From an optimization exercise on the open Yosys and OpenROAD flow, aimed at small area; shortcuts taken in it are not production practice.
In this exercise RTL edits were held to simulation tests only and were not proved equivalent to the original.
Power is estimated from default activity; no workload was simulated.

## flow/config.mk

```make
export PLATFORM = sky130hd
export DESIGN_NAME = reg_file_mp
export DESIGN_NICKNAME = reg_file_mp
export VERILOG_FILES = /design/flow/design.v
export SDC_FILE = /design/flow/constraint.sdc
export NUM_CORES = 4
export LEC_CHECK = 0
export CAP_MARGIN = 20
export CELL_PAD_IN_SITES_DETAIL_PLACEMENT = 1
export CORE_MARGIN = 2
export CORE_UTILIZATION = 28
export CTS_BUF_LIST = sky130_fd_sc_hd__clkbuf_16
export CTS_CLUSTER_DIAMETER = 100
export CTS_CLUSTER_SIZE = 26
export PLACE_DENSITY = 0.35
export SLEW_MARGIN = 20
export SYNTH_HIERARCHICAL = 1
export BUFFER_PORTS_ARGS = -buffer_cell sky130_fd_sc_hd__buf_1
```

## flow/constraint.sdc

```tcl
create_clock -name core_clock -period 4.0 [get_ports {CLOCK_50}]
set_input_delay 0.8000 -clock core_clock [delete_from_list [all_inputs] [get_ports {CLOCK_50}]]
set_output_delay 0.8000 -clock core_clock [all_outputs]
set_load 0.01 [all_outputs]
```

## flow/design.v

```verilog
package reg_file_mp_pkg;
  localparam int DEF_DATA_W = 32;
  localparam int DEF_ADDR_W = 4;
  localparam int DEF_PC_W   = 16;
  localparam int DEF_N_RD   = 4;
  localparam int DEF_PC_IDX = 2**DEF_ADDR_W - 1;
  typedef logic [DEF_DATA_W-1:0] reg_t;
  typedef logic [DEF_PC_W-1:0]   pc_t;
  function automatic integer port_slice(input integer k, input integer w);
    port_slice = k * w;
  endfunction
endpackage
module reg_scoreboard #(
  parameter int ADDR_W = 4,
  parameter int PC_IDX = 2**ADDR_W - 1
) (
  input  logic                 clk,
  input  logic                 rst,
  input  logic                 claim_en,
  input  logic [ADDR_W-1:0]    claim_addr,
  input  logic                 clr_en,
  input  logic [ADDR_W-1:0]    clr_addr,
  output logic [2**ADDR_W-1:0] busy
);
  localparam int DEPTH = 2**ADDR_W;
  logic [DEPTH-1:0] busy_nxt;
  always_comb begin
    busy_nxt = busy;
    for (int i = 0; i < DEPTH; i++) begin
      if (i != PC_IDX && claim_en && claim_addr == ADDR_W'(i))
        busy_nxt[i] = 1'b1;
      else if (clr_en && clr_addr == ADDR_W'(i))
        busy_nxt[i] = 1'b0;
    end
  end
  always_ff @(posedge clk or posedge rst) begin
    if (rst) busy <= '0;
    else     busy <= busy_nxt;
  end
endmodule
module rf_wbit (
  input  logic sa, a,
  input  logic sl, l,
  input  logic sk, q,
  output logic d
);
  assign d = (sa & a) | (sl & l) | (sk & q);
endmodule
module rf_aoi3 (
  input  logic [2:0] s,
  input  logic [2:0] d,
  output logic       yn
);
  assign yn = ~|(s & d);
endmodule
module rf_aoi2 (
  input  logic [1:0] s,
  input  logic [1:0] d,
  output logic       yn
);
  assign yn = ~|(s & d);
endmodule
module rf_aoi1 (
  input  logic s,
  input  logic d,
  output logic yn
);
  assign yn = ~(s & d);
endmodule
module rf_nand #(
  parameter int N = 6
) (
  input  logic [N-1:0] a,
  output logic         y
);
  assign y = ~&a;
endmodule
module rf_rbit #(
  parameter int N = 16
) (
  input  logic [N-1:0] s,
  input  logic [N-1:0] d,
  output logic         y
);
  localparam int NG = (N + 2) / 3;
  localparam int NL = N - 3 * (NG - 1);
  logic [NG-1:0] gn;
  for (genvar g = 0; g < NG - 1; g++) begin : g_grp
    rf_aoi3 u_g (.s (s[3*g +: 3]), .d (d[3*g +: 3]), .yn (gn[g]));
  end
  if (NL == 3) begin : g_l3
    rf_aoi3 u_g (.s (s[N-3 +: 3]), .d (d[N-3 +: 3]), .yn (gn[NG-1]));
  end else if (NL == 2) begin : g_l2
    rf_aoi2 u_g (.s (s[N-2 +: 2]), .d (d[N-2 +: 2]), .yn (gn[NG-1]));
  end else begin : g_l1
    rf_aoi1 u_g (.s (s[N-1]), .d (d[N-1]), .yn (gn[NG-1]));
  end
  rf_nand #(.N(NG)) u_o (.a (gn), .y (y));
endmodule
module reg_file_mp #(
  parameter int DATA_W = reg_file_mp_pkg::DEF_DATA_W,
  parameter int ADDR_W = reg_file_mp_pkg::DEF_ADDR_W,
  parameter int PC_W   = reg_file_mp_pkg::DEF_PC_W,
  parameter int N_RD   = reg_file_mp_pkg::DEF_N_RD,
  parameter int PC_IDX = 2**ADDR_W - 1
) (
  input  logic                   CLOCK_50,
  input  logic                   RESET,
  input  logic [N_RD*ADDR_W-1:0] rd_addr,
  output logic [N_RD*DATA_W-1:0] rd_data,
  output logic [N_RD-1:0]        rd_busy,
  input  logic                   wa_en,
  input  logic [ADDR_W-1:0]      wa_addr,
  input  logic [DATA_W-1:0]      wa_data,
  input  logic                   wl_en,
  input  logic [ADDR_W-1:0]      wl_addr,
  input  logic [DATA_W-1:0]      wl_data,
  input  logic                   claim_en,
  input  logic [ADDR_W-1:0]      claim_addr,
  input  logic [PC_W-1:0]        pc_next,
  output logic [PC_W-1:0]        pc_out,
  output logic                   wr_hazard
);
  localparam int DEPTH = 2**ADDR_W;
  logic [DATA_W-1:0]      regs     [DEPTH];
  logic [DATA_W-1:0]      regs_nxt [DEPTH];
  logic [PC_W-1:0]        pc_nxt;
  logic [DEPTH-1:0]       valid;
  logic [DEPTH-1:0]       hit_a, hit_l, keep;
  logic [PC_W-1:0]        pc;
  logic [DEPTH-1:0]       busy;
  localparam int HA_W = ADDR_W / 2;
  localparam int HB_W = ADDR_W - HA_W;
  logic [2**HA_W-1:0]     rd_lo_q [N_RD];
  logic [2**HB_W-1:0]     rd_hi_q [N_RD];
  reg_scoreboard #(
    .ADDR_W (ADDR_W),
    .PC_IDX (PC_IDX)
  ) u_scoreboard (
    .clk        (CLOCK_50),
    .rst        (RESET),
    .claim_en   (claim_en),
    .claim_addr (claim_addr),
    .clr_en     (wl_en),
    .clr_addr   (wl_addr),
    .busy       (busy)
  );
  always_comb begin
    for (int i = 0; i < DEPTH; i++) begin
      hit_a[i] = wa_en && wa_addr == ADDR_W'(i);
      hit_l[i] = wl_en && wl_addr == ADDR_W'(i) && !hit_a[i];
      keep[i]  = !hit_a[i] && !hit_l[i];
    end
  end
  for (genvar i = 0; i < DEPTH - 1; i++) begin : g_reg
    for (genvar b = 0; b < DATA_W; b++) begin : g_bit
      rf_wbit u_w (
        .sa (hit_a[i]), .a (wa_data[b]),
        .sl (hit_l[i]), .l (wl_data[b]),
        .sk (keep[i]),  .q (regs[i][b]),
        .d  (regs_nxt[i][b])
      );
    end
  end
  for (genvar b = 0; b < PC_W; b++) begin : g_pc
    rf_wbit u_w (
      .sa (hit_a[PC_IDX]), .a (wa_data[b]),
      .sl (hit_l[PC_IDX]), .l (wl_data[b]),
      .sk (keep[PC_IDX]),  .q (pc_next[b]),
      .d  (pc_nxt[b])
    );
  end
  always_ff @(posedge CLOCK_50) begin
    for (int i = 0; i < DEPTH - 1; i++) regs[i] <= regs_nxt[i];
    for (int k = 0; k < N_RD; k++) begin
      for (int j = 0; j < 2**HA_W; j++)
        rd_lo_q[k][j] <= rd_addr[reg_file_mp_pkg::port_slice(k, ADDR_W) +: HA_W] == HA_W'(j);
      for (int j = 0; j < 2**HB_W; j++)
        rd_hi_q[k][j] <= rd_addr[reg_file_mp_pkg::port_slice(k, ADDR_W) + HA_W +: HB_W] == HB_W'(j);
    end
  end
  always_ff @(posedge CLOCK_50 or posedge RESET) begin
    if (RESET) begin
      valid     <= '0;
      pc        <= '0;
      wr_hazard <= 1'b0;
    end else begin
      for (int i = 0; i < DEPTH - 1; i++)
        valid[i] <= valid[i] | hit_a[i] | hit_l[i];
      pc        <= pc_nxt;
      wr_hazard <= wa_en & busy[wa_addr];
    end
  end
  assign pc_out = pc;
  logic [DEPTH-1:0] rdec [N_RD];
  logic [DEPTH-1:0] rsel [N_RD];
  always_comb begin
    for (int k = 0; k < N_RD; k++) begin
      for (int i = 0; i < DEPTH; i++) begin
        rdec[k][i] = rd_lo_q[k][i % 2**HA_W] && rd_hi_q[k][i / 2**HA_W];
        rsel[k][i] = rdec[k][i] && (i == PC_IDX || valid[i]);
      end
      rd_busy[k] = |(rdec[k] & busy);
    end
  end
  for (genvar k = 0; k < N_RD; k++) begin : g_rd
    for (genvar b = 0; b < DATA_W; b++) begin : g_bit
      logic [DEPTH-1:0] col;
      for (genvar i = 0; i < DEPTH - 1; i++) begin : g_col
        assign col[i] = regs[i][b];
      end
      if (b < PC_W) begin : g_lo
        assign col[PC_IDX] = pc[b];
        rf_rbit #(.N(DEPTH)) u_r (
          .s (rsel[k]), .d (col), .y (rd_data[k*DATA_W + b])
        );
      end else begin : g_hi
        assign col[PC_IDX] = 1'b0;
        rf_rbit #(.N(DEPTH - 1)) u_r (
          .s (rsel[k][DEPTH-2:0]), .d (col[DEPTH-2:0]), .y (rd_data[k*DATA_W + b])
        );
      end
    end
  end
endmodule
```

## flow/flow/run.sh

```bash
#!/bin/bash
set -o pipefail
cp standard.sh standard_sh.log 2>/dev/null
echo 'export BUFFER_PORTS_ARGS = -buffer_cell sky130_fd_sc_hd__buf_1' >> config.mk
export BUFFER_PORTS_ARGS="-buffer_cell sky130_fd_sc_hd__buf_1"
bash standard.sh > standard.log 2>&1
```

## flow/standard.sh

```bash
#!/bin/bash
# synth_recipe.tcl (not shown) runs the flow's synth.tcl, then flattens the netlist and writes it again
# the make line also repeats each setting of config.mk as NAME=value (left out here)
make -C /OpenROAD-flow-scripts/flow DESIGN_CONFIG=/design/flow/config.mk WORK_HOME=/design/flow/orfs CLKGATE_MAP_FILE= SYNTH_SCRIPT=/design/flow/synth_recipe.tcl "${@:-finish}"
```

==> results of run 1 <==
[per-module statistics from Yosys (local to each module, per instance), excerpt]
module       cells  times used  cell area, µm²  flip-flops and latches
rf_wbit          2         496            13.8                       0
rf_aoi3          1         640            10.0                       0
rf_aoi1          1          64            3.75                       0
reg_file_mp    821           1           12800                     544
[cell usage in the layout, fill, tap and decap left out, types with 8 or more instances in the layout]
| cell type | count |
|---|---|
| a222oi_1 | 1151 |
| and2_1 | 12 |
| and3_1 | 64 |
| and3_2 | 50 |
| and3_4 | 10 |
| and4_1 | 64 |
| buf_1 | 261 |
| buf_12 | 27 |
| buf_4 | 182 |
| clkbuf_16 | 36 |
| dfrtp_1 | 47 |
| dfxtp_1 | 512 |
| diode_2 | 9 |
| inv_1 | 511 |
| nand2_1 | 70 |
| nand2b_1 | 10 |
| nand3_1 | 136 |
| nand3b_1 | 8 |
| nor2_1 | 20 |
| nor2_4 | 27 |
| nor2b_1 | 19 |
| nor3_2 | 16 |
| o21ai_0 | 23 |
| o21ai_1 | 8 |
| or3_1 | 15 |
[state kept, by name, summed over array words and instances (netlist names)]
| register | flops |
|---|---|
| u_scoreboard.busy | 15 |
| valid | 15 |
| regs | 480 |
| rd_lo_q | 16 |
| rd_hi_q | 16 |
| wr_hazard | 1 |
| pc | 16 |
[final timing paths]
| kind | end | slack [ns] | cells past startpoint |
|---|---|---|---|
| max | rd_data[106] | -0.06 | 6 |
| min | u_scoreboard.busy[10]$_DFFE_PP0P_ | 0.20 | 2 |
| max reg2reg | wr_hazard$_DFF_PP0_ | 2.54 | 3 |
| min reg2reg | valid[10]$_DFF_PP0_ | 0.57 | 1 |
| max in group asynchronous | pc[9]$_DFF_PP0_ | 3.04 | 3 |
| min in group core_clock | pc[11]$_DFF_PP0_ | 0.34 | 3 |
[cells by family after synthesis]
| logic type | after synthesis | share of synthesized area |
|---|---|---|
| and+or+nand+nor | 539 | 0.108 |
| buffers and inverters | 532 | 0.0724 |
| DFF | 559 | 0.401 |
| other | 1 | 0.000132 |
| AOI/OAI and AO/OA | 1201 | 0.415 |
| muxes | 5 | 0.00351 |
[cell type report]
class | count | area [µm²] | area share
multi-input combinational | 1746 | 15400 | 0.445
sequential | 559 | 11400 | 0.330
timing repair buffer | 473 | 2940 | 0.0847
inverter | 510 | 1910 | 0.0552
tap | 1368 | 1710 | 0.0494
clock buffer | 36 | 901 | 0.0260
clock inverter | 29 | 310 | 0.00895
antenna | 9 | 22.5 | 0.000650
[power by group through the flow]
stage	Clock [mW]	Combinational, mW	Sequential (mW)
final	4.42	4.25	8.66
after global routing	4.65	4.51	8.80
after CTS	4.48	4.13	8.54
after detailed placement	0	4.12	8.67
after global placement	0	4.01	8.58
after floorplan	0	2.46	8.04
[metal layers]
layer,global-route usage,vias to the layer above,part of all wire
met5,0,-,0.000057
met1,0.510,18951,0.37
li1,-,14221,-
met4,0.253,2,0.070
met3,0.135,880,0.14
met2,0.629,3537,0.43
[repair_timing]
item                       in CTS  in global routing
gates resized for setup         6                  3
setup endpoints to repair      12                  2
buffers inserted                0                  3
pin swaps                       0                  1
[metrics by stage]
stage / worst slack [ns] / utilization / hold slack [ns]
after floorplan: -0.320 / - / 0.475
after global placement: -0.0374 / 0.328 / 0.516
after detailed placement: 0.574 / 0.329 / 0.526
after CTS: 0.0178 / 0.342 / 0.204
after global routing: 0.0256 / 0.342 / 0.276
final: -0.0601 / 0.342 / 0.199
==> key figures, run 1 <==
Outcome
  • Status: complete, but fails checks
  • SO Viols: negative setup slack

Setup path
  • Crit start category: flop
  • Worst r2r src: u_scoreboard.busy[12]$_DFFE_PP0P_
  • Slowest-stage cell, CP: and3_2
  • Data required, critical path: 3.20 ns
  • CP Cell Sequence: and3_2, buf_4, a222oi_1, and4_1, nand3_1, buf_1
  • Setup CP Type: flop to primary output
  • Critical Path Source: valid[14]$_DFF_PP0_
  • Largest stage delay on the critical path: 0.52 ns
  • Crit path DAT: 3.26 ns
  • Buf/Inv on CP: 2
  • Crit-path max FO: 12
  • CP delay by family, top: simple AND/OR/NAND/NOR gates
  • CP endpoint kind: primary output

Synth
  • Dominant cell type by area after synthesis: a222oi_1
  • Synth top cells by count: a222oi_1, dfxtp_1, inv_1
  • Yosys reg bits: 559
  • YS warnings: 19
  • Top FF cell, synth: dfxtp_1
  • Synth Area per Inst: 10.0 µm²
  • Synth Net Count: 2,950
  • Register area share after synthesis: 0.401
  • Synth cell types: 38
  • Synth Instances: 2,837
  • Most common cell in the synthesized netlist: a222oi_1
  • Share of flip-flops with an asynchronous set or reset: 0.0841
  • EDFF count, synth: 0
  • Synthesized area: 28,500 µm²
  • Largest cells by area after synthesis: a222oi_1, dfxtp_1, inv_1, dfrtp_1, and3_1
  • Area share of the largest cell type after synthesis: 0.404

Power and ir drop
  • Power Internal: 10.4 mW
  • Gate power share: 0.245
  • NetSw: 6.93 mW
  • Power Dens Cells: 500 nW/µm²
  • Worst vdd ir: 0.284 mV
  • Overall power: 17.3 mW
  • Clock network power share: 0.255
  • Leak: 13.9 nW
  • Register share of total power: 0.500
  • Switching share of power: 0.400

Detailed routing
  • Wirelength per Cell: 47.9 µm
  • DR vias: 37.6k
  • Vias per std cell: 7.95
  • Residual DRC count: 0
  • Routed Antenna Nets: 0
  • Routed WL: 226 mm
  • Detailed Route Iter0 Violations: 11.0k
  • Drt pass-1 iters: 15

Floorplan
  • Initial core utilization: 0.281
  • Die area: 104,000 µm²
  • Chip width: 323 µm
  • Core Area: 101,000 µm²
  • # rows: 117
  • Ports: 262
  • Die Span Y: 323 µm

Cells and area
  • Layout Cells excl Fill: 4,730
  • Final nets: 3,439
  • Ratio of cells with drive above 1 in the final layout: 0.116
  • Fillcell total: 11.6k
  • Area grow syn2layout: 21.6%
  • Final Cell Area: 34,700 µm²

Flow run
  • Max-cap check violation count: 0

Global routing
  • First-pass GRT wire length: 303 mm
  • Initial antenna violation count: 6
  • Largest net degree at the start of global routing: 35
  • Total grt overflow: 0
  • Vias in the first global route: 36.3k
  • Gr usage total: 0.415

CTS
  • CTS Buffer Depth: 3
  • Clk slew on worst S/H paths: 0.11 ns
  • CTS tree: yes
  • Clock latency at the later pin of the worst-skew pair: 0.64 ns
  • CTS hold repair buffers: 0
  • Total CTS buffers: 36
  • H-tree depth: 2
  • Root buffer cell: clkbuf_16
  • CTS sink count: 559

Worst hold path
  • Type of the most critical hold path: input port to asynchronous set/reset pin

Placed design
  • Placement-stage cell area: 33,400 µm²
  • Port Buffers: 261
  • Final HPWL DP: 147 mm
  • Cells after DPL: 4,653
  • Gpl congestion: 0.956

STA
  • Clk_skew: 0.00376 ns
  • Slew @ Worst Pin: 1.21 ns
  • Fmax: 0.246 GHz
  • Tcrit/Tclk final: 1.02
  • Final critical-path required period: 4.06 ns
  • Final hold violations: 0
  • Setup TNS: -0.0982 ns
  • Final WS setup: -0.0601 ns
  • Final setup violation count: 2
  • Max-Slew Margin vs Limit: 0.184
  • Final Max Slew Viols: 0
  • RSZ-0062 raised after global routing: no
==> run 2, diff against run 1 <==
--- a/flow/config.mk
+++ b/flow/config.mk
@@ -8,11 +8,11 @@
 export CAP_MARGIN = 20
 export CELL_PAD_IN_SITES_DETAIL_PLACEMENT = 1
 export CORE_MARGIN = 2
-export CORE_UTILIZATION = 28
+export CORE_UTILIZATION = 22
 export CTS_BUF_LIST = sky130_fd_sc_hd__clkbuf_16
 export CTS_CLUSTER_DIAMETER = 100
 export CTS_CLUSTER_SIZE = 26
-export PLACE_DENSITY = 0.35
+export PLACE_DENSITY = 0.3
 export SLEW_MARGIN = 20
 export SYNTH_HIERARCHICAL = 1
 export BUFFER_PORTS_ARGS = -buffer_cell sky130_fd_sc_hd__buf_1
==> run 2 against run 1 <==
Compared with the run above:
- the layout still fails its checks (negative setup slack)
- flip-flop and latch count is the same
- first-iteration DRC count fell by 3.5%
- global-route usage down 7.7 points
- area after synthesis unchanged
- sequential power is essentially flat
- clock skew decreased by 0.00066 ns
- sequential share of layout area decreased by 0.47 points
- critical path type unchanged
- largest power group unchanged
==> key figures, run 2 <==
Outcome
  • Status: complete, but fails checks
  • SO Viols: negative setup slack

Power and ir drop
  • Worst vdd ir: 0.309 mV (+8.7%)
  • Power Dens Cells: 507 nW/µm² (+1.3%)
  • Leak: 13.9 nW (+0.21%)

Synth
  • YS warnings: 19 (unchanged)
  • Synth Area per Inst: 10.0 µm² (unchanged)
  • Yosys reg bits: 559 (unchanged)
  • EDFF count, synth: 0 (unchanged)
  • Most common cell in the synthesized netlist: a222oi_1
  • Synth Net Count: 2,950 (unchanged)
  • Largest cells by area after synthesis: a222oi_1, dfxtp_1, inv_1, dfrtp_1, and3_1
  • Register area share after synthesis: 0.401 (unchanged)
  • Synth cell types: 38 (unchanged)
  • Synth top cells by count: a222oi_1, dfxtp_1, inv_1
  • Synthesized area: 28,500 µm² (unchanged)
  • Dominant cell type by area after synthesis: a222oi_1
  • Share of flip-flops with an asynchronous set or reset: 0.0841 (unchanged)
  • Synth Instances: 2,837 (unchanged)
  • Area share of the largest cell type after synthesis: 0.404 (unchanged)
  • Top FF cell, synth: dfxtp_1

CTS
  • Root buffer cell: clkbuf_16
  • Clock latency at the later pin of the worst-skew pair: 0.65 ns (about the same)
  • CTS sink count: 559 (unchanged)
  • Total CTS buffers: 40 (+11%)
  • Clk slew on worst S/H paths: 0.09 ns (-0.02 ns)
  • CTS tree: yes
  • H-tree depth: 2 (unchanged)
  • CTS Buffer Depth: 3 (unchanged)

Placed design
  • Dpl ws: 0.678 ns (+0.104 ns)
  • Placement-stage cell area: 33,800 µm² (+1.2%)
  • Cells after DPL: 5,023 (+8.0%)
  • Final HPWL DP: 151 mm (+2.6%)
  • Port Buffers: 261 (unchanged)
  • Gpl congestion: 0.899 (-6.0%)

Floorplan
  • Ports: 262 (unchanged)
  • Chip width: 364 µm (+13%)
  • Core Area: 129,000 µm² (+27%)
  • Die Span Y: 364 µm (+13%)
  • # rows: 132 (+13%)
  • Die area: 132,000 µm² (+27%)
  • Initial core utilization: 0.221 (-0.0604)

Worst hold path
  • Type of the most critical hold path: input port to asynchronous set/reset pin

Detailed routing
  • Detailed Route Iter0 Violations: 10.6k (-3.5%)
  • Residual DRC count: 0 (unchanged)
  • Routed WL: 235 mm (+3.6%)
  • Vias per std cell: 7.26 (-8.6%)
  • DR vias: 37.0k (-1.5%)
  • Wirelength per Cell: 46.0 µm (-3.9%)
  • Drt pass-1 iters: 14 (-1)
  • Routed Antenna Nets: 0 (unchanged)

Cells and area
  • Final nets: 3,436 (-0.087%)
  • Fillcell total: 14.7k (+27%)
  • Most frequent cells in the layout: a222oi_1, inv_1, dfxtp_1
  • Ratio of cells with drive above 1 in the final layout: 0.115 (-0.00116)
  • Most common cell after layout, fill and taps aside: a222oi_1
  • Layout Cells excl Fill: 5,098 (+7.8%)
  • Final Cell Area: 35,200 µm² (+1.4%)
  • Largest reg by FF count: regs
  • Max reg flops: 480 (unchanged)
  • Area grow syn2layout: 23.4%

STA
  • Final critical-path required period: 4.01 ns (-0.0459 ns)
  • Final hold violations: 0 (unchanged)
  • Final WS setup: -0.0142 ns (+0.0459 ns)
  • Max-Slew Margin vs Limit: 0.170 (-0.0147)
  • Final setup violation count: 3 (+1)
  • Worst hold margin: 0.231 ns (+0.0327 ns)
  • Tcrit/Tclk final: 1.00 (-0.0115)
  • RSZ-0062 raised after global routing: no
  • Slew @ Worst Pin: 1.25 ns (+0.0313 ns)
  • Clk_skew: 0.00310 ns (-0.000655 ns)
  • Final Max Slew Viols: 0 (unchanged)
  • Fmax: 0.249 GHz (+1.1%)

Setup path
  • Crit start category: flop
  • Data required, critical path: 3.20 ns (about the same)
  • Reg2reg setup slack: 2.55 ns (about the same)
  • CP endpoint kind: primary output
  • Crit path DAT: 3.21 ns (-0.05 ns)
  • Crit-path max FO: 27 (+15)
  • Setup CP Type: flop to primary output

Global routing
  • Largest net degree at the start of global routing: 35 (unchanged)
  • Gr usage total: 0.338 (-0.0774)
  • First-pass GRT wire length: 312 mm (+3.0%)
  • Vias in the first global route: 36.3k (+0.063%)
  • Initial antenna violation count: 6 (unchanged)
  • Total grt overflow: 0 (unchanged)

Flow run
  • Max-cap check violation count: 0 (unchanged)
-- run 2: critical path, stage by stage, from the launching register on --
cell and delay (ns):
dfxtp_1 0.55, and3_2 1.09, a222oi_1 0.26, and3_1 0.29, nand3_1 0.17, buf_1 0.18
-- run 2: modules after synthesis, one instance, submodules excluded, excerpt --
module / cells / cell area, µm² / copies in the design / flops+latches
rf_wbit: 2 / 13.8 / 496 / 0
reg_file_mp: 821 / 12800 / 1 / 544
rf_aoi1: 1 / 3.75 / 64 / 0
rf_aoi3: 1 / 10.0 / 640 / 0
-- run 2: path summary, 6_finish.rpt --
check	from	cells after the start	endpoint
setup reg to reg	u_scoreboard.busy[11]$_DFFE_PP0P_	3	wr_hazard$_DFF_PP0_
max in group asynchronous	RESET	3	pc[4]$_DFF_PP0_
hold / removal	RESET	2	u_scoreboard.busy[6]$_DFFE_PP0P_
setup / recovery	rd_hi_q[1][1]$_DFF_P_	5	rd_data[54]
hold reg to reg	valid[12]$_DFF_PP0_	1	valid[12]$_DFF_PP0_
min in group core_clock	pc_next[0]	3	pc[0]$_DFF_PP0_
-- run 2: logic make-up after synthesis --
kind of cell / Yosys count / share of synthesized area
AOI/OAI and AO/OA: 1201 / 0.415
and+or+nand+nor: 539 / 0.108
DFF: 559 / 0.401
other: 1 / 0.000132
buffers and inverters: 532 / 0.0724
muxes: 5 / 0.00351
-- run 2: layout make-up --
type,instances,area [µm²],area share
antenna,4,10.0,0.000285
clock buffer,41,1030,0.0292
clock inverter,30,328,0.00933
inverter,510,1910,0.0545
multi-input combinational,1746,15400,0.438
sequential,559,11400,0.325
tap,1742,2180,0.0620
timing repair buffer,466,2860,0.0813
-- run 2: repair_timing --
| action | 4_1_cts | 5_1_grt |
|---|---|---|
| buffers inserted | 0 | 0 |
| setup endpoints to repair | 2 | 3 |
| resized for setup | 2 | 3 |
| hold buffers | 0 | 0 |
-- run 2: report_power, final --
group,internal [mW],leakage [nW],switching [mW]
combinational,1.74,8.44,2.60
clock,2.16,0.665,2.64
sequential,6.82,4.80,1.85
total,10.7,13.9,7.09
-- run 2: stage by stage --
stage	util	setup TNS [ns]	power, mW
2_1_floorplan	-	-29.25	10.5
3_3_place_gp	0.261	0	12.7
3_5_place_dp	0.262	0	12.9
4_1_cts	0.272	0	17.7
5_1_grt	0.272	0	18.5
6_report	0.273	-0.0287	17.8
-- run 2: metal layers --
metal | up-vias | track usage | routed length [µm]
met5 | - | 0.00254 | 145
met4 | 13 | 0.173 | 13300
met3 | 679 | 0.0779 | 25800
met2 | 3090 | 0.523 | 102000
met1 | 19028 | 0.436 | 93500
li1 | 14208 | - | -

-- afterwards: timing with drivers on the ports --
How much do the figures lean on ideal ports? The routed layouts below were timed once more, with nothing changed but the port constraints.
Step 1 (the two cells are an assumption about what drives the block):
set clk [get_ports {CLOCK_50}]
set_driving_cell -lib_cell sky130_fd_sc_hd__clkbuf_16 $clk
set_driving_cell -lib_cell sky130_fd_sc_hd__buf_2 [delete_from_list [all_inputs] $clk]
Step 2 adds t to the input delays and takes it off the output delays; t is the mean of the earliest and latest rising clock arrival at the registers after step 1. Input paths then give back, and output paths get back, about the clock's delay inside the block.
Three values: no drivers, after step 1, after step 2; two values: the first two.
run	shift t [ns]	setup slack, ns	worst hold slack (ns)
run 1	0.723	-0.060 / -0.134 / 0.519	0.199 / 0.145 / 0.572
run 2	0.730	-0.014 / -0.088 / 0.579	0.231 / 0.177 / 0.550
